Background: an optimization exercise with open tools, aiming at small area and few clock cycles per item. Do not read the settings as production practice. Function was checked by simulation only, so behaviour that the tests miss may differ from the original.

## flow/design.v (module list and top-level ports; edited modules follow where they fit)
// module mm_prod: 804 lines
// module mm_fa: 4 lines
// module mm_ha: 4 lines
// module mant_mult_foil_pipe: 61 lines
// module mm_add: 31 lines
module mant_mult_foil_pipe
#(
  parameter int EW = 8,
  parameter int MW = 23,
  parameter int K  = 9
) (
  input  logic               clk,
  input  logic               rst,
  input  logic               in_valid,
  output logic               in_ready,
  input  logic [EW+MW-1:0]   a_operand,
  input  logic [EW+MW-1:0]   b_operand,
  input  logic               approx_en,
  output logic               out_valid,
  input  logic               out_ready,
  output logic               normalised,
  output logic [MW-1:0]      product_mantissa,
  output logic               round_carry
);
  // ...
==> flow/flow/run.sh <==
#!/bin/bash
# Standard layout, with the port buffers inserted as the smallest buffer
# (the resizer still upsizes or buffers them where timing or slew needs it).
export BUFFER_PORTS_ARGS="-buffer_cell sky130_fd_sc_hd__buf_1"
bash standard.sh > standard.log 2>&1
==> flow/standard.sh <==
#!/bin/bash
# synth_recipe.tcl (not shown) runs the flow's synth.tcl, then flattens the netlist and writes it again
# the make line also repeats each setting of config.mk as NAME=value (left out here)
make -C /OpenROAD-flow-scripts/flow DESIGN_CONFIG=/design/flow/config.mk WORK_HOME=/design/flow/orfs CLKGATE_MAP_FILE= SYNTH_SCRIPT=/design/flow/synth_recipe.tcl "${@:-finish}"
==> flow/config.mk <==
export PLATFORM = sky130hd
export DESIGN_NAME = mant_mult_foil_pipe
export DESIGN_NICKNAME = mant_mult_foil_pipe
export VERILOG_FILES = /design/flow/design.v
export SDC_FILE = /design/flow/constraint.sdc
export NUM_CORES = 4
export LEC_CHECK = 0
export CAP_MARGIN = 20
export CORE_MARGIN = 2
export CORE_UTILIZATION = 40
export SLEW_MARGIN = 20
export SYNTH_HIERARCHICAL = 1
export SYNTH_MINIMUM_KEEP_SIZE = 0
==> flow/constraint.sdc <==
create_clock -name core_clock -period 12.0 [get_ports {clk}]
set_input_delay 2.4000 -clock core_clock [delete_from_list [all_inputs] [get_ports {clk}]]
set_output_delay 2.4000 -clock core_clock [all_outputs]
set_load 0.01 [all_outputs]
==> impl_metrics.toml, run 1 <==
[floorplanning]
die_h_um = 208
die_area_sq_um = 43200

[synthesis]
synthAdderAreaFrac_pct = 44.4
syn_inst = 1687
syn_area_per_cell_sq_um = 9.85
synth_cell_type_count = 76
synth_edf_count = 25
synthArstFlopShare_pct = 3.85
yosys.area_share.simple_pct = 7.42
synth.yosys.seq_area_share_pct = 4.67

[place]
io_buffer_count = 93
place_area_sq_um = 17000
dpl.hpwl_um = 46200

[worst_setup_path]
r2r_slack_ns = 10.87
end_kind = "register"
critPathMaxFanout = 26
cp_common_cell = "fa_1"
cp_data_arrival_time_ns = 11.46
cp_slowest_stage_delay_ns = 0.54

[layout]
area_delta_synth_final_pct = 2.69
final_common_cell = "fa_1"
clkCellAreaFrac_pct = 0.462
diodes = 1
final_cell_mix = "297 x fa_1, 255 x a22oi_1, 240 x xnor2_1"
seqCellArea_sq_um = 776
final_util_pct = 41.7
final_cell_area_sq_um = 17100
nClkBuffers = 3

[min_path]
min_from = "out_valid"

[global_route]
grt_pass1_wl_um = 84400
grt_util_met1_pct = 34.6
met2_usage_pct = 38.8

[clock_tree]
insertion_delay_ns = 0.27
cts-hold-fix-buffers = 0
clock_sinks = 26

[sta]
hold_ws_ns = 0.777
setup_slack_ns = 0.577

[route]
dr_wl_met3_um = 6040
drt_iter0_drc = 1386
vias = 13407

[run_status]
outcome = "timing/DRC/antenna clean"
Testbench counts, summed over its fixed seeds: cycles 16,008, items 16,000.
==> run 2, diff against run 1 <==
--- a/flow/design.v
+++ b/flow/design.v
@@ -501,40 +501,48 @@
   assign pb_19 = ~(ha & mb[19]);
   assign pa_20 = ~(hb & ma[20]);
   assign pb_20 = ~(ha & mb[20]);
   assign pa_21 = ~(hb & ma[21]);
   assign pb_21 = ~(ha & mb[21]);
   assign pa_22 = ~(hb & ma[22]);
   assign pb_22 = ~(ha & mb[22]);
   assign phh = ~(ha & hb);
-  mm_fa u_s1 (.a(bp_0_23), .b(bp_1_21), .c(1'b1), .s(s1), .co(c2));   
+  mm_xnor2 u_s1 (.a(bp_0_23), .b(bp_1_21), .y(s1));   
+  mm_or2 u_c2 (.a(bp_0_23), .b(bp_1_21), .y(c2));
   mm_fa u_s3 (.a(bp_1_22), .b(bp_2_20), .c(bp_3_18), .s(s3), .co(c4));
   mm_fa u_s5 (.a(bp_1_23), .b(bp_2_21), .c(bp_3_19), .s(s5), .co(c6));
   mm_fa u_s7 (.a(bp_2_22), .b(bp_3_20), .c(bp_4_18), .s(s7), .co(c8));
   assign s9 = ~bp_2_23;
-  mm_fa u_s10 (.a(bp_0_16), .b(bp_1_14), .c(1'b1), .s(s10), .co(c11));   
-  mm_fa u_s12 (.a(bp_0_17), .b(bp_1_15), .c(1'b1), .s(s12), .co(c13));   
+  mm_xnor2 u_s10 (.a(bp_0_16), .b(bp_1_14), .y(s10));   
+  mm_or2 u_c11 (.a(bp_0_16), .b(bp_1_14), .y(c11));
+  mm_xnor2 u_s12 (.a(bp_0_17), .b(bp_1_15), .y(s12));   
+  mm_or2 u_c13 (.a(bp_0_17), .b(bp_1_15), .y(c13));
   mm_fa u_s14 (.a(bp_0_18), .b(bp_1_16), .c(bp_2_14), .s(s14), .co(c15));
-  mm_fa u_s16 (.a(bp_3_12), .b(bp_4_10), .c(1'b1), .s(s16), .co(c17));   
+  mm_xnor2 u_s16 (.a(bp_3_12), .b(bp_4_10), .y(s16));   
+  mm_or2 u_c17 (.a(bp_3_12), .b(bp_4_10), .y(c17));
   mm_fa u_s18 (.a(bp_0_19), .b(bp_1_17), .c(bp_2_15), .s(s18), .co(c19));
-  mm_fa u_s20 (.a(bp_3_13), .b(bp_4_11), .c(1'b1), .s(s20), .co(c21));   
+  mm_xnor2 u_s20 (.a(bp_3_13), .b(bp_4_11), .y(s20));   
+  mm_or2 u_c21 (.a(bp_3_13), .b(bp_4_11), .y(c21));
   mm_fa u_s22 (.a(bp_0_20), .b(bp_1_18), .c(bp_2_16), .s(s22), .co(c23));
   mm_fa u_s24 (.a(bp_3_14), .b(bp_4_12), .c(bp_5_10), .s(s24), .co(c25));
-  mm_fa u_s26 (.a(bp_6_8), .b(bp_7_6), .c(1'b1), .s(s26), .co(c27));   
+  mm_xnor2 u_s26 (.a(bp_6_8), .b(bp_7_6), .y(s26));   
+  mm_or2 u_c27 (.a(bp_6_8), .b(bp_7_6), .y(c27));
   mm_fa u_s28 (.a(bp_0_21), .b(bp_1_19), .c(bp_2_17), .s(s28), .co(c29));
   mm_fa u_s30 (.a(bp_3_15), .b(bp_4_13), .c(bp_5_11), .s(s30), .co(c31));
-  mm_fa u_s32 (.a(bp_6_9), .b(bp_7_7), .c(1'b1), .s(s32), .co(c33));   
+  mm_xnor2 u_s32 (.a(bp_6_9), .b(bp_7_7), .y(s32));   
+  mm_or2 u_c33 (.a(bp_6_9), .b(bp_7_7), .y(c33));
   mm_fa u_s34 (.a(bp_0_22), .b(bp_1_20), .c(bp_2_18), .s(s34), .co(c35));
   mm_fa u_s36 (.a(bp_3_16), .b(bp_4_14), .c(bp_5_12), .s(s36), .co(c37));
   mm_fa u_s38 (.a(bp_6_10), .b(bp_7_8), .c(bp_8_6), .s(s38), .co(c39));
   mm_fa u_s40 (.a(bp_2_19), .b(bp_3_17), .c(bp_4_15), .s(s40), .co(c41));
   mm_fa u_s42 (.a(bp_5_13), .b(bp_6_11), .c(bp_7_9), .s(s42), .co(c43));
   mm_fa u_s44 (.a(bp_8_7), .b(bp_9_5), .c(bp_10_3), .s(s44), .co(c45));
-  mm_fa u_s46 (.a(bp_11_1), .b(pa_0), .c(1'b1), .s(s46), .co(c47));   
+  mm_xnor2 u_s46 (.a(bp_11_1), .b(pa_0), .y(s46));   
+  mm_or2 u_c47 (.a(bp_11_1), .b(pa_0), .y(c47));
   mm_fa u_s48 (.a(bp_4_16), .b(bp_5_14), .c(bp_6_12), .s(s48), .co(c49));
   mm_fa u_s50 (.a(bp_7_10), .b(bp_8_8), .c(bp_9_6), .s(s50), .co(c51));
   mm_fa u_s52 (.a(bp_10_4), .b(bp_11_2), .c(nneg0), .s(s52), .co(c53));
   mm_fa u_s54 (.a(pa_1), .b(pb_1), .c(c2), .s(s54), .co(c55));
   mm_fa u_s56 (.a(bp_4_17), .b(bp_5_15), .c(bp_6_13), .s(s56), .co(c57));
   mm_fa u_s58 (.a(bp_7_11), .b(bp_8_9), .c(bp_9_7), .s(s58), .co(c59));
   mm_fa u_s60 (.a(bp_10_5), .b(bp_11_3), .c(nneg0), .s(s60), .co(c61));
   mm_fa u_s62 (.a(pa_2), .b(pb_2), .c(c4), .s(s62), .co(c63));
@@ -548,41 +556,50 @@
   mm_fa u_s78 (.a(pa_4), .b(pb_4), .c(c8), .s(s78), .co(c79));
   mm_fa u_s80 (.a(bp_3_22), .b(bp_4_20), .c(bp_5_18), .s(s80), .co(c81));
   mm_fa u_s82 (.a(bp_6_16), .b(bp_7_14), .c(bp_8_12), .s(s82), .co(c83));
   mm_fa u_s84 (.a(bp_9_10), .b(bp_10_8), .c(bp_11_6), .s(s84), .co(c85));
   mm_fa u_s86 (.a(pneg2), .b(pa_5), .c(pb_5), .s(s86), .co(c87));
   mm_ha u_s88 (.a(bp_3_23), .b(bp_4_21), .s(s88), .co(c89));
   mm_fa u_s90 (.a(bp_5_19), .b(bp_6_17), .c(bp_7_15), .s(s90), .co(c91));
   mm_fa u_s92 (.a(bp_8_13), .b(bp_9_11), .c(bp_10_9), .s(s92), .co(c93));
-  mm_fa u_s94 (.a(bp_11_7), .b(pa_6), .c(1'b1), .s(s94), .co(c95));   
+  mm_xnor2 u_s94 (.a(bp_11_7), .b(pa_6), .y(s94));   
+  mm_or2 u_c95 (.a(bp_11_7), .b(pa_6), .y(c95));
   mm_fa u_s96 (.a(bp_4_22), .b(bp_5_20), .c(bp_6_18), .s(s96), .co(c97));
   mm_fa u_s98 (.a(bp_7_16), .b(bp_8_14), .c(bp_9_12), .s(s98), .co(c99));
   mm_fa u_s100 (.a(bp_10_10), .b(bp_11_8), .c(pneg3), .s(s100), .co(c101));
   mm_ha u_s102 (.a(bp_4_23), .b(bp_5_21), .s(s102), .co(c103));
   mm_fa u_s104 (.a(bp_6_19), .b(bp_7_17), .c(bp_8_15), .s(s104), .co(c105));
-  mm_fa u_s106 (.a(bp_9_13), .b(bp_10_11), .c(1'b1), .s(s106), .co(c107));   
+  mm_xnor2 u_s106 (.a(bp_9_13), .b(bp_10_11), .y(s106));   
+  mm_or2 u_c107 (.a(bp_9_13), .b(bp_10_11), .y(c107));
   mm_fa u_s108 (.a(bp_5_22), .b(bp_6_20), .c(bp_7_18), .s(s108), .co(c109));
   mm_fa u_s110 (.a(bp_8_16), .b(bp_9_14), .c(bp_10_12), .s(s110), .co(c111));
   mm_ha u_s112 (.a(bp_5_23), .b(bp_6_21), .s(s112), .co(c113));
-  mm_fa u_s114 (.a(bp_7_19), .b(bp_8_17), .c(1'b1), .s(s114), .co(c115));   
+  mm_xnor2 u_s114 (.a(bp_7_19), .b(bp_8_17), .y(s114));   
+  mm_or2 u_c115 (.a(bp_7_19), .b(bp_8_17), .y(c115));
   mm_fa u_s116 (.a(bp_6_22), .b(bp_7_20), .c(bp_8_18), .s(s116), .co(c117));
   assign s118 = ~bp_6_23;
-  mm_fa u_s119 (.a(bp_0_10), .b(bp_1_8), .c(1'b1), .s(s119), .co(c120));   
-  mm_fa u_s121 (.a(bp_0_11), .b(bp_1_9), .c(1'b1), .s(s121), .co(c122));   
+  mm_xnor2 u_s119 (.a(bp_0_10), .b(bp_1_8), .y(s119));   
+  mm_or2 u_c120 (.a(bp_0_10), .b(bp_1_8), .y(c120));
+  mm_xnor2 u_s121 (.a(bp_0_11), .b(bp_1_9), .y(s121));   
+  mm_or2 u_c122 (.a(bp_0_11), .b(bp_1_9), .y(c122));
   mm_fa u_s123 (.a(bp_0_12), .b(bp_1_10), .c(bp_2_8), .s(s123), .co(c124));
-  mm_fa u_s125 (.a(bp_3_6), .b(bp_4_4), .c(1'b1), .s(s125), .co(c126));   
+  mm_xnor2 u_s125 (.a(bp_3_6), .b(bp_4_4), .y(s125));   
+  mm_or2 u_c126 (.a(bp_3_6), .b(bp_4_4), .y(c126));
   mm_fa u_s127 (.a(bp_0_13), .b(bp_1_11), .c(bp_2_9), .s(s127), .co(c128));
-  mm_fa u_s129 (.a(bp_3_7), .b(bp_4_5), .c(1'b1), .s(s129), .co(c130));   
+  mm_xnor2 u_s129 (.a(bp_3_7), .b(bp_4_5), .y(s129));   
+  mm_or2 u_c130 (.a(bp_3_7), .b(bp_4_5), .y(c130));
   mm_fa u_s131 (.a(bp_0_14), .b(bp_1_12), .c(bp_2_10), .s(s131), .co(c132));
   mm_fa u_s133 (.a(bp_3_8), .b(bp_4_6), .c(bp_5_4), .s(s133), .co(c134));
-  mm_fa u_s135 (.a(bp_6_2), .b(bp_7_0), .c(1'b1), .s(s135), .co(c136));   
+  mm_xnor2 u_s135 (.a(bp_6_2), .b(bp_7_0), .y(s135));   
+  mm_or2 u_c136 (.a(bp_6_2), .b(bp_7_0), .y(c136));
   mm_fa u_s137 (.a(bp_0_15), .b(bp_1_13), .c(bp_2_11), .s(s137), .co(c138));
   mm_fa u_s139 (.a(bp_3_9), .b(bp_4_7), .c(bp_5_5), .s(s139), .co(c140));
-  mm_fa u_s141 (.a(bp_6_3), .b(bp_7_1), .c(1'b1), .s(s141), .co(c142));   
+  mm_xnor2 u_s141 (.a(bp_6_3), .b(bp_7_1), .y(s141));   
+  mm_or2 u_c142 (.a(bp_6_3), .b(bp_7_1), .y(c142));
   mm_fa u_s143 (.a(bp_2_12), .b(bp_3_10), .c(bp_4_8), .s(s143), .co(c144));
   mm_fa u_s145 (.a(bp_5_6), .b(bp_6_4), .c(bp_7_2), .s(s145), .co(c146));
   mm_fa u_s147 (.a(bp_8_0), .b(nneg8), .c(s10), .s(s147), .co(c148));
   mm_fa u_s149 (.a(bp_2_13), .b(bp_3_11), .c(bp_4_9), .s(s149), .co(c150));
   mm_fa u_s151 (.a(bp_5_7), .b(bp_6_5), .c(bp_7_3), .s(s151), .co(c152));
   mm_fa u_s153 (.a(bp_8_1), .b(c11), .c(s12), .s(s153), .co(c154));
   mm_fa u_s155 (.a(bp_5_8), .b(bp_6_6), .c(bp_7_4), .s(s155), .co(c156));
   mm_fa u_s157 (.a(bp_8_2), .b(bp_9_0), .c(nneg9), .s(s157), .co(c158));
@@ -638,29 +655,35 @@
   mm_fa u_s257 (.a(bp_7_21), .b(bp_8_19), .c(bp_9_17), .s(s257), .co(c258));
   mm_fa u_s259 (.a(bp_10_15), .b(bp_11_13), .c(pa_12), .s(s259), .co(c260));
   mm_fa u_s261 (.a(pb_12), .b(c117), .c(s118), .s(s261), .co(c262));
   mm_fa u_s263 (.a(bp_7_22), .b(bp_8_20), .c(bp_9_18), .s(s263), .co(c264));
   mm_fa u_s265 (.a(bp_10_16), .b(bp_11_14), .c(pneg6), .s(s265), .co(c266));
   mm_fa u_s267 (.a(pa_13), .b(pb_13), .c(bp_6_23), .s(s267), .co(c268));
   mm_ha u_s269 (.a(bp_7_23), .b(bp_8_21), .s(s269), .co(c270));
   mm_fa u_s271 (.a(bp_9_19), .b(bp_10_17), .c(bp_11_15), .s(s271), .co(c272));
-  mm_fa u_s273 (.a(pa_14), .b(pb_14), .c(1'b1), .s(s273), .co(c274));   
+  mm_xnor2 u_s273 (.a(pa_14), .b(pb_14), .y(s273));   
+  mm_or2 u_c274 (.a(pa_14), .b(pb_14), .y(c274));
   mm_fa u_s275 (.a(bp_8_22), .b(bp_9_20), .c(bp_10_18), .s(s275), .co(c276));
   mm_fa u_s277 (.a(bp_11_16), .b(pneg7), .c(pa_15), .s(s277), .co(c278));
   mm_ha u_s279 (.a(bp_8_23), .b(bp_9_21), .s(s279), .co(c280));
-  mm_fa u_s281 (.a(bp_10_19), .b(bp_11_17), .c(1'b1), .s(s281), .co(c282));   
+  mm_xnor2 u_s281 (.a(bp_10_19), .b(bp_11_17), .y(s281));   
+  mm_or2 u_c282 (.a(bp_10_19), .b(bp_11_17), .y(c282));
   mm_fa u_s283 (.a(bp_9_22), .b(bp_10_20), .c(bp_11_18), .s(s283), .co(c284));
   assign s285 = ~bp_9_23;
-  mm_fa u_s286 (.a(bp_0_6), .b(bp_1_4), .c(1'b1), .s(s286), .co(c287));   
-  mm_fa u_s288 (.a(bp_0_7), .b(bp_1_5), .c(1'b1), .s(s288), .co(c289));   
+  mm_xnor2 u_s286 (.a(bp_0_6), .b(bp_1_4), .y(s286));   
+  mm_or2 u_c287 (.a(bp_0_6), .b(bp_1_4), .y(c287));
+  mm_xnor2 u_s288 (.a(bp_0_7), .b(bp_1_5), .y(s288));   
+  mm_or2 u_c289 (.a(bp_0_7), .b(bp_1_5), .y(c289));
   mm_fa u_s290 (.a(bp_0_8), .b(bp_1_6), .c(bp_2_4), .s(s290), .co(c291));
-  mm_fa u_s292 (.a(bp_3_2), .b(bp_4_0), .c(1'b1), .s(s292), .co(c293));   
+  mm_xnor2 u_s292 (.a(bp_3_2), .b(bp_4_0), .y(s292));   
+  mm_or2 u_c293 (.a(bp_3_2), .b(bp_4_0), .y(c293));
   mm_fa u_s294 (.a(bp_0_9), .b(bp_1_7), .c(bp_2_5), .s(s294), .co(c295));
-  mm_fa u_s296 (.a(bp_3_3), .b(bp_4_1), .c(1'b1), .s(s296), .co(c297));   
+  mm_xnor2 u_s296 (.a(bp_3_3), .b(bp_4_1), .y(s296));   
+  mm_or2 u_c297 (.a(bp_3_3), .b(bp_4_1), .y(c297));
   mm_fa u_s298 (.a(bp_2_6), .b(bp_3_4), .c(bp_4_2), .s(s298), .co(c299));
   mm_fa u_s300 (.a(bp_5_0), .b(nneg5), .c(s119), .s(s300), .co(c301));
   mm_fa u_s302 (.a(bp_2_7), .b(bp_3_5), .c(bp_4_3), .s(s302), .co(c303));
   mm_fa u_s304 (.a(bp_5_1), .b(c120), .c(s121), .s(s304), .co(c305));
   mm_fa u_s306 (.a(bp_5_2), .b(bp_6_0), .c(nneg6), .s(s306), .co(c307));
   mm_fa u_s308 (.a(c122), .b(s123), .c(s125), .s(s308), .co(c309));
   mm_fa u_s310 (.a(bp_5_3), .b(bp_6_1), .c(c124), .s(s310), .co(c311));
   mm_fa u_s312 (.a(c126), .b(s127), .c(s129), .s(s312), .co(c313));
@@ -718,21 +741,24 @@
   mm_fa u_s416 (.a(c278), .b(s279), .c(s281), .s(s416), .co(c417));
   mm_fa u_s418 (.a(pneg8), .b(pa_17), .c(pb_17), .s(s418), .co(c419));
   mm_fa u_s420 (.a(c280), .b(c282), .c(s283), .s(s420), .co(c421));
   mm_fa u_s422 (.a(bp_10_21), .b(bp_11_19), .c(pa_18), .s(s422), .co(c423));
   mm_fa u_s424 (.a(pb_18), .b(c284), .c(s285), .s(s424), .co(c425));
   mm_fa u_s426 (.a(bp_10_22), .b(bp_11_20), .c(pneg9), .s(s426), .co(c427));
   mm_fa u_s428 (.a(pa_19), .b(pb_19), .c(bp_9_23), .s(s428), .co(c429));
   mm_ha u_s430 (.a(bp_10_23), .b(bp_11_21), .s(s430), .co(c431));
-  mm_fa u_s432 (.a(pa_20), .b(pb_20), .c(1'b1), .s(s432), .co(c433));   
+  mm_xnor2 u_s432 (.a(pa_20), .b(pb_20), .y(s432));   
+  mm_or2 u_c433 (.a(pa_20), .b(pb_20), .y(c433));
   mm_fa u_s434 (.a(bp_11_22), .b(pneg10), .c(pa_21), .s(s434), .co(c435));
   assign s436 = ~bp_11_23;
-  mm_fa u_s437 (.a(bp_0_4), .b(bp_1_2), .c(1'b1), .s(s437), .co(c438));   
-  mm_fa u_s439 (.a(bp_0_5), .b(bp_1_3), .c(1'b1), .s(s439), .co(c440));   
+  mm_xnor2 u_s437 (.a(bp_0_4), .b(bp_1_2), .y(s437));   
+  mm_or2 u_c438 (.a(bp_0_4), .b(bp_1_2), .y(c438));
+  mm_xnor2 u_s439 (.a(bp_0_5), .b(bp_1_3), .y(s439));   
+  mm_or2 u_c440 (.a(bp_0_5), .b(bp_1_3), .y(c440));
   mm_fa u_s441 (.a(bp_2_2), .b(bp_3_0), .c(nneg3), .s(s441), .co(c442));
   mm_fa u_s443 (.a(bp_2_3), .b(bp_3_1), .c(c287), .s(s443), .co(c444));
   mm_fa u_s445 (.a(nneg4), .b(c289), .c(s290), .s(s445), .co(c446));
   mm_fa u_s447 (.a(c291), .b(c293), .c(s294), .s(s447), .co(c448));
   mm_fa u_s449 (.a(c295), .b(c297), .c(s298), .s(s449), .co(c450));
   mm_fa u_s451 (.a(c299), .b(c301), .c(s302), .s(s451), .co(c452));
   mm_fa u_s453 (.a(c303), .b(c305), .c(s306), .s(s453), .co(c454));
   mm_fa u_s455 (.a(c307), .b(c309), .c(s310), .s(s455), .co(c456));
@@ -764,18 +790,20 @@
   mm_fa u_s507 (.a(c411), .b(c413), .c(s414), .s(s507), .co(c508));
   mm_fa u_s509 (.a(c415), .b(c417), .c(s418), .s(s509), .co(c510));
   mm_fa u_s511 (.a(c419), .b(c421), .c(s422), .s(s511), .co(c512));
   mm_fa u_s513 (.a(c423), .b(c425), .c(s426), .s(s513), .co(c514));
   mm_fa u_s515 (.a(c427), .b(c429), .c(s430), .s(s515), .co(c516));
   mm_fa u_s517 (.a(pb_21), .b(c431), .c(c433), .s(s517), .co(c518));
   mm_fa u_s519 (.a(pa_22), .b(pb_22), .c(c435), .s(s519), .co(c520));
   assign s521 = ~phh;
-  mm_fa u_s522 (.a(bp_0_2), .b(bp_1_0), .c(1'b1), .s(s522), .co(c523));   
-  mm_fa u_s524 (.a(bp_0_3), .b(bp_1_1), .c(1'b1), .s(s524), .co(c525));   
+  mm_xnor2 u_s522 (.a(bp_0_2), .b(bp_1_0), .y(s522));   
+  mm_or2 u_c523 (.a(bp_0_2), .b(bp_1_0), .y(c523));
+  mm_xnor2 u_s524 (.a(bp_0_3), .b(bp_1_1), .y(s524));   
+  mm_or2 u_c525 (.a(bp_0_3), .b(bp_1_1), .y(c525));
   mm_fa u_s526 (.a(bp_2_0), .b(nneg2), .c(s437), .s(s526), .co(c527));
   mm_fa u_s528 (.a(bp_2_1), .b(c438), .c(s439), .s(s528), .co(c529));
   mm_fa u_s530 (.a(s286), .b(c440), .c(s441), .s(s530), .co(c531));
   mm_fa u_s532 (.a(s288), .b(c442), .c(s443), .s(s532), .co(c533));
   mm_fa u_s534 (.a(s292), .b(c444), .c(s445), .s(s534), .co(c535));
   mm_fa u_s536 (.a(s296), .b(c446), .c(s447), .s(s536), .co(c537));
   mm_fa u_s538 (.a(s300), .b(c448), .c(s449), .s(s538), .co(c539));
   mm_fa u_s540 (.a(s304), .b(c450), .c(s451), .s(s540), .co(c541));
@@ -817,16 +845,22 @@
   assign s612 = ~phh;
   assign sum_n = {c611, c609, c607, c605, c603, c601, c599, c597, c595, c593, c591, c589, c587, c585, c583, c581, c579, c577, c575, c573, c571, c569, c567, c565, c563, c561, c559, c557, c555, c553, c551, c549, c547, c545, c543, c541, c539, c537, c535, c533, c531, c529, c527, c525, c523, nneg1, bp_0_1, bp_0_0};
   assign car_n = {s612, s610, s608, s606, s604, s602, s600, s598, s596, s594, s592, s590, s588, s586, s584, s582, s580, s578, s576, s574, s572, s570, s568, s566, s564, s562, s560, s558, s556, s554, s552, s550, s548, s546, s544, s542, s540, s538, s536, s534, s532, s530, s528, s526, s524, s522, 1'b1, nneg0};
 endmodule
 module mm_fa (input logic a, b, c, output logic s, co);
   assign s  = a ^ b ^ c;
   assign co = (a & b) | (a & c) | (b & c);
 endmodule
+module mm_xnor2 (input logic a, b, output logic y);
+  assign y = ~(a ^ b);
+endmodule
+module mm_or2 (input logic a, b, output logic y);
+  assign y = a | b;
+endmodule
 module mm_ha (input logic a, b, output logic s, co);
   assign s  = a ^ b;
   assign co = a & b;
 endmodule
 module mant_mult_foil_pipe
 #(
   parameter int EW = 8,
   parameter int MW = 23,
==> flow/flow/run.sh (replaced) <==
#!/bin/bash
# Standard layout, with the port buffers inserted as the smallest buffer
# (the resizer still upsizes or buffers them where timing or slew needs it),
# and the synthesis buffers removed at floorplan instead of at global placement.
export BUFFER_PORTS_ARGS="-buffer_cell sky130_fd_sc_hd__buf_1"
export REMOVE_ABC_BUFFERS=1
bash standard.sh > standard.log 2>&1
==> flow/config.mk (replaced) <==
export PLATFORM = sky130hd
export DESIGN_NAME = mant_mult_foil_pipe
export DESIGN_NICKNAME = mant_mult_foil_pipe
export VERILOG_FILES = /design/flow/design.v
export SDC_FILE = /design/flow/constraint.sdc
export NUM_CORES = 4
export LEC_CHECK = 0
export CAP_MARGIN = 20
export CORE_MARGIN = 2
export CORE_UTILIZATION = 40
export GPL_TIMING_DRIVEN = 0
export SLEW_MARGIN = 20
export SYNTH_HIERARCHICAL = 1
export SYNTH_MINIMUM_KEEP_SIZE = 0
==> run 2 against run 1 <==
Sequential share of layout area about the same. Clock skew rose by 0.0014 ns. Flip-flop and latch count is the same. Register-to-register slack hardly changed. Critical path depth increased by 3. Die area is 0.83% lower. Worst setup slack worse by 0.30 ns. Count of clock-buffer cells in the layout did not move. Utilization down 0.10 points. Fmax decreased by 2.5%. Largest cell class unchanged.
==> impl_metrics.toml, run 2 <==
[run_status]
outcome = "timing/DRC/antenna clean"

[synthesis]
synth_ff_type = "edfxtp_1"
synthTopCellsByCount = "269 x fa_1, 269 x xnor2_1, 255 x a22oi_1, 114 x ha_1, 110 x buf_4"
syn_area_per_cell_sq_um = 9.61
synthArstFlopShare_pct = 3.85
synth_edf_count = 25
syn_area_sq_um = 16500
synth_top_cell_area_share_pct = 32.7
syn_inst = 1715
synth_cell_type_count = 76
synth_top_area_cell = "fa_1"
netlist_top_cells_area = "fa_1 33%, xnor2_1 14%, a22oi_1 12%"
yosys_warnings = 9
synth_seq_cells = 26
synth.yosys.seq_area_share_pct = 4.71

[global_route]
grt_max_degree = 37
overflow = 0
grt_usage_pct = 25.0
grt_util_met1_pct = 33.0
grt-busiest-layer = "met2"
grt_util_met3_pct = 5.97
grt_pass1_vias = 13701
antenna_found_initial = 3
met2_usage_pct = 40.6
grt_pass1_wl_um = 81300

[place]
place_congestion = 0.970
io_buffer_count = 93
dpl.hpwl_um = 42100

[floorplanning]
die_area_sq_um = 42800
num_io_pins = 94
core_region_area_sq_um = 40700
die_h_um = 207
rows = 74
dieWidth_um = 207
start_util_pct = 40.5

[worst_setup_path]
cp_data_arrival_time_ns = 11.77
worstSetupStartpointType = "input pin"
critPathMaxFanout = 17
required_ns = 12.05
cp_slowest_cell = "or4b_4"
end_kind = "register"
cp_common_cell = "fa_1"
cp_slowest_stage_delay_ns = 0.55
path_class = "in2reg"

[route]
first_pass_iters = 7
drc = 0
wl_per_cell_um = 24.4
ant_nets = 0
drt_iter0_drc = 1302
wl_um = 52500
vias = 13163
drt-vias-per-instance = 6.11

[sta]
maxSlewHeadroom_pct = 20.9
hold_ws_ns = 0.687
clock_skew_ns = 0.00373
finalCritPeriodShare_pct = 97.7
slew_violations = 0
hold_viol = 0
finalCriticalPeriod_ns = 11.72
setup_violations = 0
tightestPinTransition_ns = 1.19
fmax_mhz = 85.3

[clock_tree]
cts-htree-levels = 1
cts-hold-fix-buffers = 0
clockRootBuffer = "clkbuf_16"
cts_buffers = 3
clock_sinks = 26
clk_pin_slew_ns = 0.08
cts_tree = "built"
insertion_delay_ns = 0.29
clockBufferDepth = 2

[layout]
drive_gt1_share_pct = 7.46
top_register = "r_mant"
nets = 2073
area_delta_synth_final_pct = 2.84
final_util_pct = 41.6
final_common_cell = "fa_1"
largest_register_ffs = 23
final_cell_mix = "269 x fa_1, 268 x xnor2_1, 255 x a22oi_1"

[job]
max_cap_viol_count = 0

[min_path]
hp-class = "reg2reg"
-- run 2: cell types whose count changed after synthesis, sizes merged --
| cell | before | now |
|---|---|---|
| fa | 297 | 269 |
| or2 | 6 | 34 |
| xnor2 | 241 | 269 |
-- run 2: worst max-delay path: cells and delay by family --
| family | cells | cell delay [ns] |
|---|---|---|
| buffers and inverters | 7 | 1.18 |
| AOI/OAI and AO/OA | 11 | 2.22 |
| xor gates and xnor gates | 2 | 0.32 |
| adders and majority gates | 10 | 3.75 |
| and+or+nand+nor | 6 | 1.86 |
-- run 2: layout make-up --
class / instances / area, sq um
Clock buffer: 3 / 75.1
Clock inverter: 1 / 30.0
Inverter: 33 / 128
Timing Repair Buffer: 130 / 851
Antenna cell: 1 / 2.50
Sequential cell: 26 / 776
Fill cell: 4037 / 23800
Multi-Input combinational cell: 1429 / 14400
Tap cell: 532 / 666
-- run 2: through the flow --
| stage | std cells | worst slack, ns | cell area (sq um) | setup TNS (ns) |
|---|---|---|---|---|
| after floorplan | 1486 | -1.09 | 15100 | -17.80 |
| after global placement | 2111 | -5.87 | 16100 | -128.27 |
| after detailed placement | 2138 | -1.51 | 16700 | -27.21 |
| after CTS | 2143 | 0.0755 | 16800 | 0 |
| after global routing | 2155 | -0.00971 | 16900 | -0.00971 |
| final | 2155 | 0.280 | 16900 | 0 |
-- run 2: cells by family after synthesis --
logic type	count (synthesis)	share of synthesized area [%]
DFF	26	4.71
adders and majority gates	383	41.3
muxes	25	1.52
buffers and inverters	262	9.39
AOI/OAI and AO/OA	448	19.2
xor gates and xnor gates	287	15.3
other	2	0.0456
and+or+nand+nor	282	8.55
-- run 2: final timing paths --
kind	endpoint	slack (ns)	start	cells after the start
worst max-delay path	r_up	0.28	b_operand[21]	36
worst min-delay path	out_valid	0.69	out_valid	2
worst max register to register	r_mant[22]	10.87	out_valid	2
worst min register to register	out_valid	0.69	out_valid	2
max in group asynchronous	out_valid	10.01	rst	2
min in group asynchronous	out_valid	1.90	rst	2
-- run 2: per-layer routing --
layer,part of all wire [%],wire (um),vias up
met4,3.7,1940,4
met1,41,21400,6566
met5,0.046,24,-
met3,9.7,5080,109
li1,-,-,5782
met2,46,24000,702
-- run 2: per-module statistics from Yosys, one instance, submodules excluded, excerpt --
module / copies in the design / flops+latches / cells
mm_ha: 77 / 0 / 1
mant_mult_foil_pipe: 1 / 26 / 74
mm_fa: 269 / 0 / 1
mm_or2: 28 / 0 / 1
mm_xnor2: 28 / 0 / 1
mm_prod: 1 / 0 / 1054
-- run 2: repair_timing --
action / 4_1_cts / 5_1_grt
pin swaps: 0 / 3
setup endpoints to repair: 25 / 16
cloned: 1 / 1
resized for setup: 12 / 6
buffers inserted: 0 / 10
Testbench counts of run 2, summed over its fixed seeds: cycles 16,008, items 16,000.
==> run 3, diff against run 2 <==
==> flow/flow/run.sh (replaced) <==
#!/bin/bash
# Standard layout, with the port buffers inserted as the smallest buffer
# (the resizer still upsizes or buffers them where timing or slew needs it).
export BUFFER_PORTS_ARGS="-buffer_cell sky130_fd_sc_hd__buf_1"
bash standard.sh > standard.log 2>&1
--- a/flow/config.mk
+++ b/flow/config.mk
@@ -10,3 +10,2 @@
 export CORE_UTILIZATION = 40
-export GPL_TIMING_DRIVEN = 0
 export SLEW_MARGIN = 20
==> run 3 against run 2 <==
Final cell count is 1.7% higher. Non-clock buffer count is 40 higher. Register-to-register slack got worse by 0.02 ns. Wire length up 3.5%. Worst setup slack improved by 0.34 ns. First-iteration DRC count rose by 3.5%. Via count rose by 1.9%. Fmax up 3.0%.
==> impl_metrics.toml, run 3 <==
[worst_setup_path]
cp-startpoint = "b_operand[21]"
worstSetupStartpointType = "input pin"
required_ns = 12.04
cp_slowest_stage_delay_ns = 0.65
path_class = "in2reg"
end_kind = "register"
r2r_slack_ns = 10.85
cp_data_arrival_time_ns = 11.41
critPathMaxFanout = 7
cp_slowest_cell = "or4b_2"
endpoint = "r_up"
cp_common_cell = "fa_1"
reg2reg_from = "out_valid"
r2r_cells = 2
r2r-end = "r_mant[19]"

[clock_tree]
cts_tree = "built"
clock_sinks = 26
cts-htree-levels = 1
clockRootBuffer = "clkbuf_16"
insertion_delay_ns = 0.28
clk_pin_slew_ns = 0.07
postCtsSetupRepairBufs = 0
cts_buffers = 3
clockBufferDepth = 2

[synthesis]
synth_top_cell_area_share_pct = 32.7
netlist_top_cells_area = "fa_1 33%, xnor2_1 14%, a22oi_1 12%"
syn_area_per_cell_sq_um = 9.61
synth.yosys.seq_area_share_pct = 4.71
synth_top_area_cell = "fa_1"
synth_cell_type_count = 76
synthTopCellsByCount = "269 x fa_1, 269 x xnor2_1, 255 x a22oi_1, 114 x ha_1, 110 x buf_4"
synth_edf_count = 25
syn_area_sq_um = 16500
syn_inst = 1715
synth_ff_type = "edfxtp_1"
synthArstFlopShare_pct = 3.85
synth_seq_cells = 26
yosys_warnings = 9

[floorplanning]
dieWidth_um = 207
start_util_pct = 40.5
core_region_area_sq_um = 40700
num_io_pins = 94
die_area_sq_um = 42800
rows = 74
die_h_um = 207

[layout]
area_delta_synth_final_pct = 1.72
top_register = "r_mant"
final_cell_mix = "269 x fa_1, 268 x xnor2_1, 255 x a22oi_1"
largest_register_ffs = 23
final_common_cell = "fa_1"
diodes = 0
drive_gt1_share_pct = 7.17
nets = 2111

[sta]
fmax_mhz = 87.9
clock_skew_ns = 0.00474
tightestPinTransition_ns = 1.13
finalCriticalPeriod_ns = 11.38
slew_violations = 0
setup_tns_ns = 0
hold_viol = 0
rsz0062_at_grt = "no"
maxSlewHeadroom_pct = 24.8
hold_ws_ns = 0.805
finalCritPeriodShare_pct = 94.8
setup_violations = 0

[global_route]
antenna_found_initial = 0
grt_util_met3_pct = 6.39
grt_util_met1_pct = 34.9
met2_usage_pct = 39.6
grt_max_degree = 33
grt_pass1_vias = 13604
overflow = 0
grt_usage_pct = 25.8
grt_pass1_wl_um = 82300
grt-busiest-layer = "met2"

[route]
vias = 13407
drt-vias-per-instance = 6.12
first_pass_iters = 6
drc = 0
ant_nets = 0
drt_iter0_drc = 1347
wl_um = 54300
wl_per_cell_um = 24.8

[run_status]
outcome = "timing/DRC/antenna clean"

[job]
max_cap_viol_count = 0

[min_path]
hp-class = "reg2reg"

[place]
place_congestion = 1.00
dpl.hpwl_um = 44700
io_buffer_count = 93
## run 3: cell counts after synthesis
Identical to the previous run, type by type.
## run 3: worst min path at each step
| stage | start | endpoint | depth (start not counted) |
|---|---|---|---|
| after floorplan | out_valid | out_valid | 2 |
| after global placement | out_valid | out_valid | 3 |
| after detailed placement | out_valid | out_valid | 3 |
| after CTS | out_valid | out_valid | 3 |
| after global routing | out_valid | out_valid | 3 |
| final | out_valid | out_valid | 3 |
## run 3: cell families (layout without fill, tap and decap cells)
logic type	after synthesis	in the layout	synth area share [%]
xor+xnor	287	287	15.3
simple gates	282	282	8.55
fa+ha+maj	383	383	41.3
buf+inv	262	207	9.39
flops	26	26	4.71
mux	25	25	1.52
compound gates	448	448	19.2
other cells	2	2	0.0456
## run 3: area by class of cell
cell class,instances,area (sq um)
Fill cell,4061,24000
Multi-Input combinational cell,1427,14200
Timing Repair Buffer,170,930
Sequential cell,26,776
Tap cell,532,666
Inverter,33,124
Clock buffer,3,75.1
Clock inverter,1,3.75
## run 3: repair_timing
| action | in CTS | in global routing |
|---|---|---|
| endpoints found under the setup margin | 0 | 1 |
| resized for setup | 0 | 1 |
| hold buffers | 0 | 0 |
## run 3: critical path: cells and delay by family
family,cells,cell delay (ns)
xor gates and xnor gates,2,0.34
buffers and inverters,2,0.28
adders and majority gates,10,3.78
and+or+nand+nor,5,1.99
AOI/OAI and AO/OA,13,2.61
## run 3: Yosys stat by module (local to each module, per instance), a selection
module               cell area, sq um  cells inside  flip-flops and latches
mm_ha                            12.5             1                       0
mm_prod                          7290          1054                       0
mm_fa                            20.0             1                       0
mm_xnor2                         8.76             1                       0
mm_or2                           6.26             1                       0
mant_mult_foil_pipe              1170            74                      26
## run 3: through the flow
stage / utilization (%) / cells / setup WS, ns / area [sq um]
floorplan: - / 1715 / 1.33 / 16500
global placement: 40.9 / 2188 / 0.628 / 16700
detailed placement: 41.0 / 2188 / 0.399 / 16700
CTS: 41.1 / 2192 / 0.657 / 16800
global route: 41.1 / 2192 / 0.0778 / 16800
finish: 41.1 / 2192 / 0.622 / 16800
## run 3: metal layers
metal	routed length [um]	share of wire, %
met1	22500	41
met2	23800	44
met3	5330	9.8
met4	2720	5.0
met5	0	0
==> run 4, diff against run 3 <==
--- a/flow/config.mk
+++ b/flow/config.mk
@@ -9,3 +9,3 @@
 export CORE_MARGIN = 2
-export CORE_UTILIZATION = 40
+export CORE_UTILIZATION = 60
 export SLEW_MARGIN = 20
==> run 4 against run 3 <==
Worst setup slack improved by 0.16 ns. Worst hold slack better by 0.14 ns. First-iteration DRC count is 32% higher. Largest cell class unchanged. Highest routed layer unchanged.
==> impl_metrics.toml, run 4 <==
[sta]
maxSlewHeadroom_pct = 24.8
clock_skew_ns = 0.00247
rsz0062_at_grt = "no"
setup_violations = 0
tightestPinTransition_ns = 1.13
finalCriticalPeriod_ns = 11.22
slew_violations = 0
hold_ws_ns = 0.940
hold_viol = 0
fmax_mhz = 89.1
setup_tns_ns = 0
setup_slack_ns = 0.779
finalCritPeriodShare_pct = 93.5

[place]
io_buffer_count = 93
dpl.hpwl_um = 44900
pre_cts_slack_ns = 0.514
place_area_sq_um = 16400
place_congestion = 0.967

[global_route]
grt_pass1_vias = 13729
grt_usage_pct = 39.7
grt_max_degree = 33
grt_pass1_wl_um = 85200
overflow = 0
antenna_found_initial = 1

[floorplanning]
die_area_sq_um = 28800
die_h_um = 170
num_io_pins = 94
dieWidth_um = 170
rows = 60
core_region_area_sq_um = 27000
start_util_pct = 61.1

[synthesis]
synthArstFlopShare_pct = 3.85
synthTopCellsByCount = "269 x fa_1, 269 x xnor2_1, 255 x a22oi_1, 114 x ha_1, 110 x buf_4"
syn_area_per_cell_sq_um = 9.61
yosys_warnings = 9
synth.yosys.seq_area_share_pct = 4.71
synth_ff_type = "edfxtp_1"
synth_edf_count = 25
synth_top_area_cell = "fa_1"
syn_area_sq_um = 16500
synth_seq_cells = 26
netlist_top_cells_area = "fa_1 33%, xnor2_1 14%, a22oi_1 12%"
syn_inst = 1715
synth_cell_type_count = 76
synth_top_cell_area_share_pct = 32.7

[route]
drc = 0
wl_per_cell_um = 28.2
ant_nets = 0
drt_iter0_drc = 1784
vias = 13567
wl_um = 56200
first_pass_iters = 6
drt-vias-per-instance = 6.81

[worst_setup_path]
path_depth = 33
end_kind = "register"
path_class = "in2reg"
required_ns = 12.01
critical_path.top_delay_family = "adder cells"
cp_slowest_stage_delay_ns = 0.53
reg2reg_from = "out_valid"
cp_data_arrival_time_ns = 11.23
critPathMaxFanout = 26
cp-startpoint = "b_operand[21]"
cp_common_cell = "fa_1"
cp_slowest_cell = "fa_1"
worstSetupStartpointType = "input pin"
r2r_cells = 1
worst-path-buf-inv = 4

[min_path]
hold_path_depth = 2
min_from = "out_valid"
hp-class = "reg2reg"

[clock_tree]
cts_tree = "built"
clk_pin_slew_ns = 0.06
cts-resized-gates = 0
postCtsSetupRepairBufs = 0
cts-htree-levels = 1
cts_buffers = 3
clock_sinks = 26
cts-hold-fix-buffers = 0
clockBufferDepth = 2
clockRootBuffer = "clkbuf_16"
insertion_delay_ns = 0.25

[layout]
final_common_cell = "fa_1"
final_cell_mix = "269 x fa_1, 268 x xnor2_1, 255 x a22oi_1"
largest_register_ffs = 23
nets = 2102
drive_gt1_share_pct = 7.09
area_delta_synth_final_pct = 0.190
final_cell_area_sq_um = 16500
top_register = "r_mant"

[job]
max_cap_viol_count = 0

[run_status]
outcome = "timing/DRC/antenna clean"
==> run 4: path summary, 6_finish.rpt <==
check / end / slack [ns]
setup / recovery: r_up / 0.78
hold / removal: out_valid / 0.94
max in group asynchronous: out_valid / 9.97
hold reg to reg: out_valid / 0.94
min in group asynchronous: out_valid / 1.94
setup reg to reg: r_mant[16] / 10.78
==> run 4: stage by stage <==
stage               std cells  util (%)
finish                   1993      61.3
global route             1992      61.3
CTS                      1992      61.2
detailed placement       1988      60.9
global placement         1987      60.8
floorplan                1715         -
==> run 4: cells by family (layout without fill, tap and decap cells) <==
family                   Yosys count  after routing  synth area share (%)
AO/OA/AOI/OAI                    448            448                  19.2
XOR/XNOR                         287            287                  15.3
adder cells (fa/ha/maj)          383            383                  41.3
buffers and inverters            262            198                  9.39
flip-flops                        26             26                  4.71
multiplexers                      25             25                  1.52
other                              2              3                0.0456
AND/OR/NAND/NOR                  282            282                  8.55
==> run 4: Yosys stat by module (local to each module, per instance), excerpt <==
module,cells inside,times used,flip-flops and latches
mant_mult_foil_pipe,74,1,26
mm_fa,1,269,0
mm_ha,1,77,0
mm_or2,1,28,0
mm_prod,1054,1,0
mm_xnor2,1,28,0
==> run 4: per-layer routing <==
layer	up-vias	wire (um)	track usage, %
met5	-	0	0
met4	0	2060	11.0
met3	126	7690	12.7
met2	893	23200	58.3
met1	6724	23200	56.5
li1	5824	-	-
==> run 4: cell type report <==
class                   instances  area (sq um)
diodes                          1          2.50
clock buffers                   4          88.8
fillers                      2418         10400
inverters                      33           124
multi-input cells            1427         14200
flip-flops and latches         26           776
well taps                     341           427
repair buffers                161           862
==> run 5, diff against run 4 <==
--- a/flow/config.mk
+++ b/flow/config.mk
@@ -9,3 +9,4 @@
 export CORE_MARGIN = 2
-export CORE_UTILIZATION = 60
+export CORE_UTILIZATION = 75
+export CTS_BUF_LIST = sky130_fd_sc_hd__clkbuf_8
 export SLEW_MARGIN = 20
==> run 5 against run 4 <==
First-iteration DRC count grew 12%. Worst setup slack lost 0.19 ns. Utilization grew 14 points. Still clean on timing, DRC and antenna. Clock skew grew 0.0026 ns. Non-clock buffer count grew 8. Register-to-register slack lost 0.05 ns. Wire length shrank 3.7%.
==> impl_metrics.toml, run 5 <==
[layout]
final_common_cell = "fa_1"
final_util_pct = 75.7
nets = 2110
area_delta_synth_final_pct = -0.364
diodes = 0
nFillCells = 1627
drive_gt1_share_pct = 7.17
final_cell_mix = "269 x fa_1, 268 x xnor2_1, 255 x a22oi_1"
top_register = "r_mant"
largest_register_ffs = 23

[worst_setup_path]
end_kind = "register"
required_ns = 12.03
cp-startpoint = "b_operand[21]"
path_class = "in2reg"
reg2reg_from = "out_valid"
cp_slowest_cell = "fa_1"
cp_data_arrival_time_ns = 11.44
cp_common_cell = "fa_1"
worstSetupStartpointType = "input pin"
cp_slowest_stage_delay_ns = 0.54
r2r_slack_ns = 10.73
critPathMaxFanout = 26
r2r_cells = 1
r2r-end = "r_mant[1]"
endpoint = "r_up"

[job]
max_cap_viol_count = 0

[floorplanning]
die_area_sq_um = 23200
num_io_pins = 94
core_region_area_sq_um = 21700
die_h_um = 152
start_util_pct = 76.0
dieWidth_um = 152
rows = 54

[sta]
slew_violations = 0
fmax_mhz = 87.6
tightestPinTransition_ns = 1.08
clock_skew_ns = 0.00505
finalCriticalPeriod_ns = 11.41
setup_violations = 0
rsz0062_at_grt = "no"
maxSlewHeadroom_pct = 27.9
finalCritPeriodShare_pct = 95.1
setup_tns_ns = 0
hold_viol = 0

[clock_tree]
cts-htree-levels = 1
clockRootBuffer = "clkbuf_8"
postCtsSetupRepairBufs = 0
insertion_delay_ns = 0.27
clock_sinks = 26
cts_buffers = 3
cts_tree = "built"
clockBufferDepth = 2
cts-hold-fix-buffers = 0
clk_pin_slew_ns = 0.09
cts-resized-gates = 0

[run_status]
outcome = "timing/DRC/antenna clean"

[route]
wl_per_cell_um = 27.9
vias = 14130
drc = 0
first_pass_iters = 6
ant_nets = 0
drt-vias-per-instance = 7.29
drt_iter0_drc = 2000
wl_um = 54100

[synthesis]
synth_seq_cells = 26
synth_cell_type_count = 76
netlist_top_cells_area = "fa_1 33%, xnor2_1 14%, a22oi_1 12%"
yosys_warnings = 9
syn_inst = 1715
synth.yosys.seq_area_share_pct = 4.71
synth_edf_count = 25
synthArstFlopShare_pct = 3.85
synthTopCellsByCount = "269 x fa_1, 269 x xnor2_1, 255 x a22oi_1, 114 x ha_1, 110 x buf_4"
synth_top_cell_area_share_pct = 32.7
syn_area_per_cell_sq_um = 9.61
syn_area_sq_um = 16500
synth_ff_type = "edfxtp_1"
synth_top_area_cell = "fa_1"

[global_route]
grt_usage_pct = 45.8
grt_pass1_wl_um = 81900
grt_pass1_vias = 14332
grt_max_degree = 33
overflow = 0
antenna_found_initial = 0

[place]
dpl.hpwl_um = 42800
place_congestion = 1.04
io_buffer_count = 93

[min_path]
hp-class = "reg2reg"
-- run 5: layout make-up --
type                    count  area, sq um  area share, %
clock buffers               4         55.1          0.335
inverters                  33          124          0.754
multi-input cells        1427        14200           86.4
flip-flops and latches     26          776           4.72
well taps                 280          350           2.13
repair buffers            169          921           5.61
-- run 5: cells by family (layout without fill, tap and decap cells) --
logic type | after synthesis | after routing | share of synthesized area [%]
other cells | 2 | 2 | 0.0456
compound gates | 448 | 448 | 19.2
flops | 26 | 26 | 4.71
simple gates | 282 | 282 | 8.55
mux | 25 | 25 | 1.52
buf+inv | 262 | 206 | 9.39
xor+xnor | 287 | 287 | 15.3
fa+ha+maj | 383 | 383 | 41.3
-- run 5: modules after synthesis (local to each module, per instance), excerpt --
module,area [sq um],cells inside,flops+latches,copies in the design
mm_prod,7290,1054,0,1
mant_mult_foil_pipe,1170,74,26,1
mm_fa,20.0,1,0,269
mm_ha,12.5,1,0,77
mm_xnor2,8.76,1,0,28
mm_or2,6.26,1,0,28
-- run 5: per-layer routing --
metal | GRT usage (%) | vias to the layer above | wire length [um]
li1 | - | 5852 | -
met1 | 63.5 | 6841 | 20100
met2 | 65.9 | 1222 | 22400
met3 | 15.4 | 215 | 8680
met4 | 20.1 | 0 | 2950
met5 | 0 | - | 0
-- run 5: worst min path at each step --
stage	start	endpoint	slack (ns)	depth (start not counted)
3_5_place_dp	out_valid	out_valid	1.30	2
6_report	out_valid	out_valid	1.0	2
3_3_place_gp	out_valid	out_valid	1.22	2
2_1_floorplan	out_valid	out_valid	1.16	2
4_1_cts	out_valid	out_valid	1.32	2
5_1_grt	out_valid	out_valid	1.04	2
-- run 5: per-stage QoR --
step                      instances  hold WS, ns  worst slack (ns)  cell area (sq um)
after floorplan                1715         1.16              1.33              16500
after global placement         1935         1.22             0.638              16400
after detailed placement       1935         1.30             0.465              16400
after CTS                      1939         1.32             0.765              16400
after global routing           1939         1.04             0.313              16400
final                          1939        0.997             0.586              16400
-- run 5: worst max-delay path: cells and delay by family --
kind	cells	cell delay [ns]
AOI/OAI and AO/OA	11	2.28
xor gates and xnor gates	2	0.26
and+or+nand+nor	5	2.09
buffers and inverters	5	1.05
adders and majority gates	9	3.36
==> run 6, diff against run 5 <==
--- a/flow/config.mk
+++ b/flow/config.mk
@@ -7,7 +7,7 @@
 export LEC_CHECK = 0
-export CAP_MARGIN = 20
+export CAP_MARGIN = 0
 export CORE_MARGIN = 2
-export CORE_UTILIZATION = 75
+export CORE_UTILIZATION = 40
 export CTS_BUF_LIST = sky130_fd_sc_hd__clkbuf_8
-export SLEW_MARGIN = 20
+export SLEW_MARGIN = 0
 export SYNTH_HIERARCHICAL = 1
==> run 6 against run 5 <==
First-iteration DRC count is 35% lower. Count of clock-buffer cells in the layout shrank 1. Die area up 85%. Cell area grew 1.9%. Worst hold slack got worse by 0.19 ns. Global-route usage shrank 20 points. Fmax about the same. Still clean.
==> impl_metrics.toml, run 6 <==
[global_route]
grt_pass1_wl_um = 82900
antenna_found_initial = 0
grt_usage_pct = 25.9
grt_pass1_vias = 13504
overflow = 0
grt_max_degree = 33

[synthesis]
netlist_top_cells_area = "fa_1 33%, xnor2_1 14%, a22oi_1 12%"
synthTopCellsByCount = "269 x fa_1, 269 x xnor2_1, 255 x a22oi_1, 114 x ha_1, 110 x buf_4"
synth_top_area_cell = "fa_1"
synth_edf_count = 25
syn_area_sq_um = 16500
synth_top_cell_area_share_pct = 32.7
synthArstFlopShare_pct = 3.85
syn_inst = 1715
synth_cell_type_count = 76
synth_seq_cells = 26
syn_area_per_cell_sq_um = 9.61
synth.yosys.seq_area_share_pct = 4.71
synth_ff_type = "edfxtp_1"
yosys_warnings = 9

[floorplanning]
start_util_pct = 40.5
core_region_area_sq_um = 40700
num_io_pins = 94
rows = 74
dieWidth_um = 207
die_area_sq_um = 42800
die_h_um = 207

[worst_setup_path]
critPathMaxFanout = 7
cp_slowest_stage_delay_ns = 0.65
end_kind = "register"
path_class = "in2reg"
required_ns = 12.06
worst-path-buf-inv = 2
r2r-end = "r_mant[21]"
cp_slowest_cell = "or4b_2"
r2r_cells = 2
worstSetupStartpointType = "input pin"
r2r_slack_ns = 10.86
critical_path.top_delay_family = "adder cells"
reg2reg_from = "out_valid"
cp_data_arrival_time_ns = 11.47
cp_common_cell = "fa_1"

[place]
place_congestion = 1.00
io_buffer_count = 93
dpl.hpwl_um = 44700

[sta]
rsz0062_at_grt = "no"
setup_violations = 0
hold_ws_ns = 0.810
clock_skew_ns = 0.00449
hold_viol = 0
maxSlewHeadroom_pct = 17.4
finalCritPeriodShare_pct = 95.0
slew_violations = 0
fmax_mhz = 87.7
finalCriticalPeriod_ns = 11.40
setup_tns_ns = 0
tightestPinTransition_ns = 1.23

[route]
wl_um = 54300
wl_per_cell_um = 24.8
drc = 0
drt-vias-per-instance = 6.14
vias = 13461
ant_nets = 0
first_pass_iters = 5
drt_iter0_drc = 1295

[run_status]
outcome = "timing/DRC/antenna clean"

[job]
max_cap_viol_count = 0

[clock_tree]
cts-resized-gates = 0
clock_sinks = 26
cts_tree = "built"
clk_pin_slew_ns = 0.10
clockRootBuffer = "clkbuf_8"
cts-hold-fix-buffers = 0
insertion_delay_ns = 0.30
cts-htree-levels = 1
cts_buffers = 3
clockBufferDepth = 2
postCtsSetupRepairBufs = 0

[min_path]
hp-class = "reg2reg"
hold_path_depth = 3
min_from = "out_valid"
hold_path_end = "out_valid"

[layout]
drive_gt1_share_pct = 7.11
final_cell_mix = "269 x fa_1, 268 x xnor2_1, 255 x a22oi_1"
largest_register_ffs = 23
area_delta_synth_final_pct = 1.50
nets = 2111
final_util_pct = 41.1
final_common_cell = "fa_1"
diodes = 0
top_register = "r_mant"
-- run 6: cell count changes in the layout (fill, tap and decap cells not counted), sizes merged --
cell	before	now
inv	30	31
-- run 6: modules after synthesis (local to each module, per instance), excerpt --
module               flops+latches  copies in the design
mant_mult_foil_pipe             26                     1
mm_prod                          0                     1
mm_xnor2                         0                    28
mm_fa                            0                   269
mm_ha                            0                    77
mm_or2                           0                    28
-- run 6: area by class of cell --
cell class,instances,area [sq um]
timing repair buffer,170,930
tap,532,666
fill,4030,24000
sequential,26,776
inverter,33,124
clock buffer,3,41.3
multi-input combinational,1427,14200
clock inverter,1,3.75
-- run 6: cell families after synthesis --
family | after synthesis | share of synthesized area (%)
and+or+nand+nor | 282 | 8.55
muxes | 25 | 1.52
buffers and inverters | 262 | 9.39
xor gates and xnor gates | 287 | 15.3
other | 2 | 0.0456
AOI/OAI and AO/OA | 448 | 19.2
DFF | 26 | 4.71
adders and majority gates | 383 | 41.3
-- run 6: per-layer routing --
metal  track usage, %  wire length, um  vias up
li1                 -                -     5847
met1             36.4            22600     6713
met2             40.0            23800      796
met3             4.49             5420      105
met4             9.50             2500        0
met5                0                0        -
-- run 6: how the worst max path moves through the flow --
| stage | startpoint | to | cells after the start |
|---|---|---|---|
| after CTS | b_operand[21] | r_up | 33 |
| after global routing | b_operand[21] | r_up | 31 |
| after detailed placement | b_operand[21] | r_up | 33 |
| after global placement | b_operand[21] | r_up | 33 |
| after floorplan | b_operand[21] | r_up | 37 |
| final | b_operand[21] | r_up | 32 |
-- run 6: through the flow --
| stage | instances | setup slack, ns | cell area, sq um |
|---|---|---|---|
| after floorplan | 1715 | 1.33 | 16500 |
| after global placement | 2188 | 0.628 | 16700 |
| after detailed placement | 2188 | 0.483 | 16700 |
| after CTS | 2192 | 0.809 | 16700 |
| after global routing | 2192 | 0.181 | 16700 |
| final | 2192 | 0.597 | 16700 |
-- run 6: tightest hold or removal path, delay by kind of cell (launching register included) --
family,cells,cell delay [ns]
buf+inv,1,0.24
simple gates,2,0.18
flops,1,0.36
==> run 7, diff against run 6 <==
--- a/flow/config.mk
+++ b/flow/config.mk
@@ -7,7 +7,8 @@
 export LEC_CHECK = 0
-export CAP_MARGIN = 0
+export CAP_MARGIN = 20
 export CORE_MARGIN = 2
-export CORE_UTILIZATION = 40
+export CORE_UTILIZATION = 60
 export CTS_BUF_LIST = sky130_fd_sc_hd__clkbuf_8
-export SLEW_MARGIN = 0
+export PLACE_DENSITY = 0.45
+export SLEW_MARGIN = 20
 export SYNTH_HIERARCHICAL = 1
==> run 7 against run 6 <==
Utilization is 20 points higher. Critical path depth is 1 higher. Final cell count is 9.1% lower. Synthesized cell count stayed put. Register-to-register slack worse by 0.09 ns. Wire length is 3.3% higher. Via count is 1.3% higher. Synthesized area stayed put. Non-clock buffer count is 9 lower. Global-route usage is 14 points higher. Critical path type unchanged.
==> impl_metrics.toml, run 7 <==
[sta]
slew_violations = 0
setup_tns_ns = 0
finalCriticalPeriod_ns = 11.19
hold_ws_ns = 0.954
finalCritPeriodShare_pct = 93.3
setup_slack_ns = 0.806
rsz0062_at_grt = "no"
maxSlewHeadroom_pct = 26.1
fmax_mhz = 89.3
setup_violations = 0
clock_skew_ns = 0.00166
hold_viol = 0
tightestPinTransition_ns = 1.11

[synthesis]
synth_compound_area_share_pct = 19.2
yosys.area_share.simple_pct = 8.55
netlist_top_cells_area = "fa_1 33%, xnor2_1 14%, a22oi_1 12%"
synthAdderAreaFrac_pct = 41.3
syn_inst = 1715
synth.yosys.seq_area_share_pct = 4.71
synthTopCellsByCount = "269 x fa_1, 269 x xnor2_1, 255 x a22oi_1, 114 x ha_1, 110 x buf_4"
synth_top_family_by_area = "adder cells"
synth_top_area_cell = "fa_1"
synth_seq_cells = 26
synth_cell_type_count = 76
syn_area_sq_um = 16500
synth_edf_count = 25
synthArstFlopShare_pct = 3.85
synth_top_cell_area_share_pct = 32.7
synth_xor_area_share_pct = 15.3
syn_area_per_cell_sq_um = 9.61
synth_ff_type = "edfxtp_1"
yosys_warnings = 9
synth.area.mux_share_pct = 1.52

[worst_setup_path]
cp_common_cell = "fa_1"
cp_data_arrival_time_ns = 11.22
worstSetupStartpointType = "input pin"
cp_slowest_cell = "fa_1"
path_class = "in2reg"
critPathMaxFanout = 26
end_kind = "register"
cp_slowest_stage_delay_ns = 0.53
required_ns = 12.03

[global_route]
grt_max_degree = 33
antenna_found_initial = 1
grt-busiest-layer = "met2"
grt_util_met3_pct = 12.7
overflow = 0
grt_util_met1_pct = 56.4
grt_pass1_vias = 13725
met2_usage_pct = 58.3
grt_usage_pct = 39.7
grt_pass1_wl_um = 85200

[clock_tree]
postCtsSetupRepairBufs = 0
clockRootBuffer = "clkbuf_8"
clock_sinks = 26
clk_pin_slew_ns = 0.08
cts-resized-gates = 0
cts_tree = "built"
cts-htree-levels = 1
insertion_delay_ns = 0.26
cts-hold-fix-buffers = 0
cts_buffers = 3
clockBufferDepth = 2

[layout]
final_cell_area_sq_um = 16500
top_register = "r_mant"
area_delta_synth_final_pct = -0.0149
nets = 2102
instances_no_fill = 1993
seqCellArea_sq_um = 776
final_common_cell = "fa_1"
drive_gt1_share_pct = 7.09
final_util_pct = 61.1
largest_register_ffs = 23
final_cell_mix = "269 x fa_1, 268 x xnor2_1, 255 x a22oi_1"
nFillCells = 2426
multi_input_area_sq_um = 14200

[job]
max_cap_viol_count = 0

[route]
wl_um = 56200
drt_iter0_drc = 1834
drt-vias-per-instance = 6.84
first_pass_iters = 7
drc = 0
ant_nets = 0
wl_per_cell_um = 28.2
vias = 13636

[floorplanning]
rows = 60
num_io_pins = 94
core_region_area_sq_um = 27000
dieWidth_um = 170
die_h_um = 170
die_area_sq_um = 28800
start_util_pct = 61.1

[place]
dp.cells = 1988
pre_cts_slack_ns = 0.514
dpl.hpwl_um = 44900
io_buffer_count = 93
place_congestion = 0.967
place_area_sq_um = 16400

[run_status]
outcome = "timing/DRC/antenna clean"

[min_path]
hp-class = "reg2reg"
run 7: cell count changes in the layout (fill, tap and decap cells not counted), sizes merged:
cell    change
clkbuf      +1
inv         -1
buf         -9
diode       +1
run 7: routing by layer:
metal,up-vias,wire length [um]
met5,-,0
met4,0,2190
met3,147,7560
met2,943,22900
met1,6713,23500
li1,5833,-
run 7: cells by family (layout without fill, tap and decap cells):
group / Yosys count / count (layout)
mux: 25 / 25
compound gates: 448 / 448
fa+ha+maj: 383 / 383
buf+inv: 262 / 198
simple gates: 282 / 282
other cells: 2 / 3
xor+xnor: 287 / 287
flops: 26 / 26
run 7: worst max-delay path: cells and delay by family:
| kind | cells | cell delay [ns] |
|---|---|---|
| and+or+nand+nor | 5 | 2.06 |
| buffers and inverters | 4 | 0.75 |
| xor gates and xnor gates | 2 | 0.38 |
| adders and majority gates | 10 | 3.67 |
| AOI/OAI and AO/OA | 12 | 1.95 |
run 7: cell type report:
type,count,share of cell area (%)
Sequential cell,26,4.71
Timing Repair Buffer,161,5.23
Tap cell,341,2.59
Inverter,33,0.752
Clock buffer,4,0.334
Multi-Input combinational cell,1427,86.4
Antenna cell,1,0.0152
run 7: final timing paths:
check                                    from          to  slack (ns)  cells past startpoint
worst max-delay path            b_operand[21]        r_up        0.81                     33
worst min-delay path                out_valid   out_valid        0.95                      2
worst max register to register      out_valid  r_mant[16]       10.77                      1
worst min register to register      out_valid   out_valid        0.95                      2
max in group asynchronous                 rst   out_valid        9.98                      2
min in group asynchronous                 rst   out_valid        1.93                      2
run 7: modules after synthesis (local to each module, per instance), excerpt:
module               cells  cell area, sq um  copies in the design
mant_mult_foil_pipe     74              1170                     1
mm_fa                    1              20.0                   269
mm_ha                    1              12.5                    77
mm_or2                   1              6.26                    28
mm_prod               1054              7290                     1
mm_xnor2                 1              8.76                    28

-- what the ideal ports hide --
No port has a modelled driver above. Below, the same layouts with a new extraction and two added sets of constraints.
Step 1, drivers: a clkbuf_16 drives clk and a buf_2 each remaining input, both assumed.
Step 2 also shifts input and output timing later by t, the mid clock arrival at the registers, as if the neighbouring blocks saw the same clock.
Three values: ideal ports, drivers, drivers and shift; two values: the first two.
| run | shift t [ns] | slack for setup (ns) | worst setup path at the end | latest minus earliest clock arrival (ns) |
|---|---|---|---|---|
| run 1 | 0.312 | 0.577 / 0.598 / 0.286 | input to register | 0.004 / 0.005 |
| run 2 | 0.335 | 0.280 / 0.290 / -0.044 | input to register | 0.007 / 0.007 |
| run 3 | 0.305 | 0.622 / 0.635 / 0.330 | input to register | 0.005 / 0.006 |
| run 4 | 0.280 | 0.779 / 0.788 / 0.507 | input to register | 0.003 / 0.003 |
| run 5 | 0.292 | 0.586 / 0.589 / 0.297 | input to register | 0.006 / 0.007 |
| run 6 | 0.323 | 0.597 / 0.600 / 0.277 | input to register | 0.006 / 0.006 |
| run 7 | 0.285 | 0.806 / 0.809 / 0.524 | input to register | 0.002 / 0.001 |
With both steps, setup timing fails in run 2, where it was met with ideal ports. The setup slack of run 2, which loses most, moves by +0.010 ns with the drivers and by -0.324 ns with both steps.
